From an optimization exercise on the open Yosys and OpenROAD flow, aimed at small area; shortcuts taken in it are not production practice.
In this exercise RTL edits were held to simulation tests only and were not proved equivalent to the original.
Power figures rest on the tool's default switching activity, not on a simulated workload.

==> flow/design.v <==
module pcie_pio_completer #(
    parameter int C_DATA_WIDTH   = 64,
    parameter int KEEP_WIDTH     = C_DATA_WIDTH / 8,
    parameter int REG_ADDR_WIDTH = 6
) (
    input  logic                      sys_clk,
    input  logic                      sys_reset_n,
    input  logic [C_DATA_WIDTH-1:0]   m_axis_rx_tdata,
    input  logic [KEEP_WIDTH-1:0]     m_axis_rx_tkeep,
    input  logic                      m_axis_rx_tlast,
    input  logic                      m_axis_rx_tvalid,
    input  logic [21:0]               m_axis_rx_tuser,
    output logic                      m_axis_rx_tready,
    output logic [C_DATA_WIDTH-1:0]   s_axis_tx_tdata,
    output logic [KEEP_WIDTH-1:0]     s_axis_tx_tkeep,
    output logic                      s_axis_tx_tlast,
    output logic                      s_axis_tx_tvalid,
    output logic [3:0]                s_axis_tx_tuser,
    input  logic                      s_axis_tx_tready,
    input  logic [7:0]                cfg_bus_number,
    input  logic [4:0]                cfg_device_number,
    input  logic [2:0]                cfg_function_number,
    output logic                      cfg_trn_pending,
    output logic                      reg_wr_strobe,
    output logic [REG_ADDR_WIDTH-1:0] reg_wr_addr
);
    localparam int NW = 2**REG_ADDR_WIDTH;
    localparam logic [3:0] S_RST   = 4'd0;    
    localparam logic [3:0] S_IDLE  = 4'd1;    
    localparam logic [3:0] S_IDLES = 4'd2;    
    localparam logic [3:0] S_HR32  = 4'd3;    
    localparam logic [3:0] S_HR64  = 4'd4;    
    localparam logic [3:0] S_HW32  = 4'd5;    
    localparam logic [3:0] S_HW64  = 4'd6;    
    localparam logic [3:0] S_DATA  = 4'd7;    
    localparam logic [3:0] S_DRN   = 4'd8;    
    localparam logic [3:0] S_DRNS  = 4'd9;    
    localparam logic [3:0] S_DRNU  = 4'd10;   
    localparam logic [3:0] S_B0    = 4'd12;   
    localparam logic [3:0] S_B1    = 4'd13;   
    localparam logic [3:0] S_B0U   = 4'd14;   
    localparam logic [3:0] S_B1U   = 4'd15;   
    logic [3:0]  st_q, st_d;
    logic [31:0] regs_q [NW];
    logic [NW-1:0] valid_q;
    logic [5:0]  idx_q;
    logic [2:0]  tc_q;
    logic [1:0]  attr_q;
    logic [15:0] rid_q;
    logic [7:0]  tag_q;
    logic [3:0]  be_q;
    logic        hdr_ok, ur_req, wr_en, in_hdr, in_idle, tx_b1, tx_ur;
    logic [5:0]  wr_idx;
    logic [31:0] wr_data, wr_swap;
    logic [11:0] byte_cnt;
    logic [1:0]  lo2;
    logic [NW-1:0] rd_sel;
    logic [31:0] rd_word;
    logic        unused_ok;
    assign unused_ok = ^{m_axis_rx_tkeep, m_axis_rx_tuser[21:3], m_axis_rx_tuser[0]};
    assign hdr_ok = (m_axis_rx_tdata[28:24] == 5'd0) && (m_axis_rx_tdata[9:0] == 10'd1)
                    && m_axis_rx_tuser[2];
    assign ur_req = !m_axis_rx_tdata[30] && (m_axis_rx_tdata[28:24] == 5'd0) && !hdr_ok;
    always_comb begin
        st_d = st_q;
        case (st_q)
            S_RST: st_d = S_IDLE;
            S_IDLE, S_IDLES: begin
                st_d = S_IDLE;
                if (m_axis_rx_tvalid) begin
                    if (m_axis_rx_tlast)        st_d = ur_req ? S_B0U : S_IDLE;
                    else if (!hdr_ok)           st_d = ur_req ? S_DRNU : S_DRN;
                    else if (!m_axis_rx_tdata[30]) st_d = m_axis_rx_tdata[29] ? S_HR64 : S_HR32;
                    else if (m_axis_rx_tuser[1]) st_d = S_DRN;
                    else                        st_d = m_axis_rx_tdata[29] ? S_HW64 : S_HW32;
                end
            end
            S_HR32, S_HR64: if (m_axis_rx_tvalid) st_d = S_B0;
            S_HW32: if (m_axis_rx_tvalid) st_d = m_axis_rx_tlast ? S_IDLES : S_DRNS;
            S_HW64: if (m_axis_rx_tvalid) st_d = m_axis_rx_tlast ? S_IDLE : S_DATA;
            S_DATA: if (m_axis_rx_tvalid) st_d = m_axis_rx_tlast ? S_IDLES : S_DRNS;
            S_DRN, S_DRNS: st_d = (m_axis_rx_tvalid && m_axis_rx_tlast) ? S_IDLE : S_DRN;
            S_DRNU: if (m_axis_rx_tvalid && m_axis_rx_tlast) st_d = S_B0U;
            S_B0:  if (s_axis_tx_tready) st_d = S_B1;
            S_B1:  if (s_axis_tx_tready) st_d = S_IDLE;
            S_B0U: if (s_axis_tx_tready) st_d = S_B1U;
            S_B1U: if (s_axis_tx_tready) st_d = S_IDLE;
            default: st_d = S_IDLE;
        endcase
    end
    always_ff @(posedge sys_clk or negedge sys_reset_n) begin
        if (!sys_reset_n) st_q <= S_RST;
        else              st_q <= st_d;
    end
    assign in_idle = (st_q == S_IDLE) || (st_q == S_IDLES);
    assign in_hdr  = (st_q == S_HR32) || (st_q == S_HR64) || (st_q == S_HW32) || (st_q == S_HW64);
    always_ff @(posedge sys_clk) begin
        if (in_idle) begin
            tc_q   <= m_axis_rx_tdata[22:20];
            attr_q <= m_axis_rx_tdata[13:12];
            rid_q  <= m_axis_rx_tdata[63:48];
            tag_q  <= m_axis_rx_tdata[47:40];
            be_q   <= m_axis_rx_tdata[35:32];
        end
        if (in_hdr)
            idx_q <= (st_q == S_HR64 || st_q == S_HW64) ? m_axis_rx_tdata[39:34] : m_axis_rx_tdata[7:2];
    end
    assign wr_en   = ((st_q == S_HW32) || (st_q == S_DATA)) && m_axis_rx_tvalid;
    assign wr_idx  = (st_q == S_DATA) ? idx_q : m_axis_rx_tdata[7:2];
    assign wr_data = (st_q == S_DATA) ? m_axis_rx_tdata[31:0] : m_axis_rx_tdata[63:32];
    assign wr_swap = {wr_data[7:0], wr_data[15:8], wr_data[23:16], wr_data[31:24]};
    always_ff @(posedge sys_clk or negedge sys_reset_n) begin
        if (!sys_reset_n) valid_q <= '0;
        else if (wr_en)   valid_q[wr_idx] <= 1'b1;
    end
    logic [31:0] wr_col;
    logic [3:0]  wr_be [NW];
    for (genvar b = 0; b < 4; b++) begin : g_col
        assign wr_col[8*b +: 8] = {8{be_q[b]}} & wr_swap[8*b +: 8];
    end
    for (genvar w = 0; w < NW; w++) begin : g_row
        logic row_we;
        assign row_we = wr_en && (wr_idx == 6'(w));
        for (genvar b = 0; b < 4; b++) begin : g_byte
            assign wr_be[w][b] = row_we && (be_q[b] || !valid_q[w]);
        end
        always_ff @(posedge sys_clk)
            for (int unsigned i = 0; i < 32; i++)
                regs_q[w][i] <= (regs_q[w][i] && !wr_be[w][i/8]) || (wr_col[i] && wr_be[w][i/8]);
    end
    logic [31:0] rd_q;
    assign tx_b1 = (st_q == S_B1) || (st_q == S_B1U);
    assign tx_ur = (st_q == S_B0U) || (st_q == S_B1U);
    always_ff @(posedge sys_clk) rd_q <= rd_word;
    always_comb
        for (int w = 0; w < NW; w++)
            rd_sel[w] = (idx_q == 6'(w)) && valid_q[w];
    for (genvar i = 0; i < 32; i++) begin : g_rd
        logic [NW-1:0] col;
        for (genvar w = 0; w < NW; w++) begin : g_w
            assign col[w] = regs_q[w][i];
        end
        pcie_pio_rd_bit u_bit (.sel(rd_sel), .d(col), .y(rd_word[i]));
    end
    always_comb begin
        byte_cnt = 12'd1;
        casez (be_q)
            4'b1??1:                   byte_cnt = 12'd4;
            4'b01?1, 4'b1?10:          byte_cnt = 12'd3;
            4'b0011, 4'b0110, 4'b1100: byte_cnt = 12'd2;
            default:                   byte_cnt = 12'd1;
        endcase
        casez (be_q)
            4'b???1: lo2 = 2'b00;
            4'b??10: lo2 = 2'b01;
            4'b?100: lo2 = 2'b10;
            4'b1000: lo2 = 2'b11;
            default: lo2 = 2'b00;
        endcase
    end
    always_comb begin
        if (tx_b1) begin
            s_axis_tx_tdata[31:0]  = {rid_q, tag_q, tx_ur ? 8'd0 : {1'b0, idx_q[4:0], lo2}};
            s_axis_tx_tdata[63:32] = {32{st_q == S_B1}} & {rd_q[7:0], rd_q[15:8], rd_q[23:16], rd_q[31:24]};
        end else begin
            s_axis_tx_tdata[31:0]  = {1'b0, !tx_ur, 1'b0, 5'b01010, 1'b0, tc_q, 6'd0, attr_q, 2'd0, 9'd0, !tx_ur};
            s_axis_tx_tdata[63:32] = {cfg_bus_number, cfg_device_number, cfg_function_number,
                                      2'b00, tx_ur, 1'b0, tx_ur ? 12'd4 : byte_cnt};
        end
    end
    assign s_axis_tx_tvalid = st_q[3] && st_q[2];
    assign s_axis_tx_tlast  = tx_b1;
    assign s_axis_tx_tkeep  = {{4{!(tx_b1 && tx_ur)}}, 4'hF};
    assign s_axis_tx_tuser  = '0;
    assign m_axis_rx_tready = !(st_q == S_RST) && !(st_q[3] && st_q[2]);
    assign cfg_trn_pending  = st_q[3] && st_q[2];
    assign reg_wr_strobe    = (st_q == S_IDLES) || (st_q == S_DRNS);
    assign reg_wr_addr      = idx_q;
endmodule
module pcie_pio_rd_bit (
    input  logic [63:0] sel,
    input  logic [63:0] d,
    output logic        y
);
    logic [21:0] n;
    for (genvar g = 0; g < 21; g++) begin : g_aoi
        pcie_pio_aoi222 u_aoi (.a0(sel[3*g]),   .b0(d[3*g]),
                               .a1(sel[3*g+1]), .b1(d[3*g+1]),
                               .a2(sel[3*g+2]), .b2(d[3*g+2]), .y(n[g]));
    end
    assign n[21] = !(sel[63] && d[63]);
    assign y = !(&n);
endmodule
module pcie_pio_aoi222 (
    input  logic a0, b0, a1, b1, a2, b2,
    output logic y
);
    assign y = !((a0 && b0) || (a1 && b1) || (a2 && b2));
endmodule
clock: 6.0 ns
lec_check: 0
cap_margin: 20
core_margin: 2
core_utilization: 65
cts_cluster_diameter: 100
cts_cluster_size: 25
slew_margin: 20
synth_hierarchical: 1
run.sh (not shown) runs the stock make flow with config.mk's settings and CLKGATE_MAP_FILE= SYNTH_SCRIPT=/design/flow/synth_recipe.tcl, a recipe that flattens the netlist after the stock synthesis.
Rerun with:
==> flow/flow/run.sh (new file) <==
#!/bin/bash
set -euo pipefail
export BUFFER_PORTS_ARGS="-buffer_cell sky130_fd_sc_hd__buf_1"
export CTS_ARGS="-sink_clustering_enable -repair_clock_nets -sink_clustering_size 25 -sink_clustering_max_diameter 100 -dont_use_dummy_load"
bash standard.sh > standard_flow.log 2>&1
==> flow/standard.sh (new file) <==
#!/bin/bash
# synth_recipe.tcl (not shown) runs the flow's synth.tcl, then flattens the netlist and writes it again
# the make line also repeats each setting of config.mk as NAME=value (left out here)
make -C /OpenROAD-flow-scripts/flow DESIGN_CONFIG=/design/flow/config.mk WORK_HOME=/design/flow/orfs CLKGATE_MAP_FILE= SYNTH_SCRIPT=/design/flow/synth_recipe.tcl "${@:-finish}"
Settings changed: CORE_UTILIZATION 65 to 70.
removed: flow/run.sh
Cell area shrinks slightly; die area shrinks by a little under a tenth; power shrinks slightly; hold slack gains 140 ps; setup slack gains 450 ps; register-to-register slack gains 320 ps; maximum frequency grows by roughly a tenth; count of clock-buffer cells in the layout shrinks by 57; wire length shrinks by a few percent.

## afterwards: timing with drivers on the ports
The results above use ideal ports. As a check the final layouts listed here were re-extracted and re-timed, cells and wires unchanged. Step 1 assumes that a clkbuf_16 drives the clock port and a buf_2 every other input. Step 2 times the ports against the registers' clock, not the clock port: input delays grow and output delays shrink by t, the midpoint of the rising clock arrivals with the driver on. Slacks: ideal / step 1 / step 2; pairs: ideal / step 1.
run	t (ns)	slack for setup (ns)	worst setup path after step 2
the first run	0.802	0.828 / 0.740 / 0.902	input to register
the second run	0.786	1.279 / 1.195 / 1.265	input to register
After both steps every run listed still meets setup and hold. The setup slack of the second run, which loses most, moves by -0.084 ns with the drivers and by -0.014 ns with both steps.
